Source: an optimization exercise on an open RTL-to-GDS flow (aim: small area and a short achievable clock period). Production flows keep margins and buffers that such runs may drop. Function was checked by simulation only, so behaviour that the tests miss may differ from the original.

v6:
// decode_top
module decode_top (
  input  logic                  clk,
  input  logic                  reset,
  input  logic                  fe_valid,
  input  logic [31:0]           fe_inst,
  input  logic [32-1:0]     fe_pc,
  input  logic                  br_flush,
  input  logic [32-1:0]     wb_value,
  output logic                  fe_stall,
  output logic                  de_valid,
  output decode_pkg::op_t       de_op,
  output logic [32-1:0]     de_pc,
  output logic [32-1:0]     de_rs1_val,
  output logic [32-1:0]     de_rs2_val,
  output logic [32-1:0]     de_imm,
  output logic [5-1:0] de_rd,
  output logic                  de_wr_reg,
  output logic                  de_is_branch
);
export LEC_CHECK = 0
export ABC_CLOCK_PERIOD_IN_PS = 4500
export CAP_MARGIN = 20
export CORE_MARGIN = 2
export CORE_UTILIZATION = 50
export CTS_CLUSTER_DIAMETER = 100
export CTS_CLUSTER_SIZE = 20
export SETUP_SLACK_MARGIN = 2.4
export SLEW_MARGIN = 20
export SYNTH_HIERARCHICAL = 1
create_clock -name core_clock -period 5.5 [get_ports {clk}]
standard.sh (not shown) runs the stock make flow with config.mk's settings and CLKGATE_MAP_FILE= SYNTH_SCRIPT=/design/flow/synth_recipe.tcl, a recipe that flattens the netlist after the stock synthesis.
==> flow/flow/run.sh <==
#!/bin/bash
# The standard layout (standard.sh) with these changes:
#  - synthesis is flow/my_synth.tcl: synth_recipe.tcl with the register file
#    mapped by ABC for area and the hazard unit for
#    delay (see my_synth.tcl);
#  - ports are buffered with buf_2 cells instead of the resizer's default
#    (a delay cell), which is smaller and faster;
#  - clock tree synthesis inserts no dummy loads.
# make's full output goes to flow_make.log in this folder; ORFS's per-step
# logs stay under orfs/logs.
set -euo pipefail
export FLOW_WORK=$PWD
export BUFFER_PORTS_ARGS="-buffer_cell sky130_fd_sc_hd__buf_2"
export CTS_ARGS="-sink_clustering_enable -repair_clock_nets -dont_use_dummy_load -sink_clustering_size 20 -sink_clustering_max_diameter 100"
sed "s#SYNTH_SCRIPT=[^ ]*#SYNTH_SCRIPT=$PWD/flow/my_synth.tcl#" standard.sh > my_standard.sh
bash my_standard.sh > flow_make.log 2>&1
==> flow/flow/abc_hz.script <==
strash
dch
map -D 500
buffer -p
upsize -D 500
dnsize -D 500
==> flow/flow/abc_rf.script <==
&get -n
&st
&syn2
&dch
&nf -R 1000
&put
==> flow/flow/my_synth.tcl <==
# The standard synthesis (synth_recipe.tcl, unchanged) with one change:
# ABC maps two modules with scripts of their own before it maps the rest of
# the design with ORFS's usual script: the register file with an
# area-oriented script (flow/abc_rf.script) and the hazard unit, which holds
# the input-to-output fe_stall path, with a delay-oriented one
# (flow/abc_hz.script). Registers are mapped before ABC runs, so they are the
# same as in the standard synthesis.
proc abc {args} {
  set i [lsearch -exact $args -script]
  set rf_args [lreplace $args [expr {$i + 1}] [expr {$i + 1}] $::env(FLOW_WORK)/flow/abc_rf.script]
  set hz_args [lreplace $args [expr {$i + 1}] [expr {$i + 1}] $::env(FLOW_WORK)/flow/abc_hz.script]
  yosys abc {*}$rf_args reg_file
  yosys abc {*}$hz_args hazard_unit
  yosys abc {*}$args
}
source $::env(FLOW_WORK)/synth_recipe.tcl
v6 has completed all stages; timing, DRC and antenna checks passed.
[inputs] v7 vs v6
- SETUP_SLACK_MARGIN: 2.4 -> 1.9
diff --git a/flow/flow/run.sh b/flow/flow/run.sh
--- a/flow/flow/run.sh
+++ b/flow/flow/run.sh
@@ -4,2 +4 @@
-#    mapped by ABC for area and the hazard unit for
-#    delay (see my_synth.tcl);
+#    mapped by ABC for area (see my_synth.tcl);
==> flow/flow/my_synth.tcl <==
# The standard synthesis (synth_recipe.tcl, unchanged) with one change:
# the register file module is technology-mapped by ABC with an area-oriented
# script (flow/abc_rf.script) before the rest of the design is mapped with
# ORFS's usual script. Registers are mapped before ABC runs, so they are the
# same as in the standard synthesis.
proc abc {args} {
  set i [lsearch -exact $args -script]
  set rf_args [lreplace $args [expr {$i + 1}] [expr {$i + 1}] $::env(FLOW_WORK)/flow/abc_rf.script]
  yosys abc {*}$rf_args reg_file
  yosys abc {*}$args
}
source $::env(FLOW_WORK)/synth_recipe.tcl
removed: flow/flow/abc_hz.script
==> comparison <==
Status: die height parity (v7, v6)
v7 vs v6, wire length reported by the detailed router went up by 1.1%.
v7 against v6: non-clock buffer count fell by 8.0%, placer's final routability congestion estimate rose by 1.9%.
On max-slew headroom at the worst pin, v6 loses to v7.
v7 finished every stage and its layout cleared the timing, DRC and antenna checks.
[v7] instance area at placement rose 0.35% relative to v6

afterwards: timing with drivers on the ports:
No port has a modelled driver above. Below, the same layouts with a new extraction and two added sets of constraints. Step 1, drivers: a clkbuf_16 drives clk and a buf_2 each remaining input, both assumed. Step 2, shift: input delay + t, output delay - t, t = (earliest + latest rising clock arrival at the registers) / 2. This alone moves slack from input paths to output paths. Slacks: no drivers / after step 1 / after step 2; pairs: no drivers / after step 1.
run	t, ns	setup slack, ns	latest minus earliest clock arrival (ns)	worst slew at a driven data input, ns	cell pins on the clock port's net
v6	0.702	2.143 / 2.106 / 1.561	0.044 / 0.044	0.09	1
v7	0.700	1.835 / 1.721 / 1.169	0.050 / 0.051	0.18	1
After both steps setup and hold are still met in every run listed. For v7, which loses most, drivers alone change the setup slack by -0.114 ns; drivers and shift together by -0.666 ns.
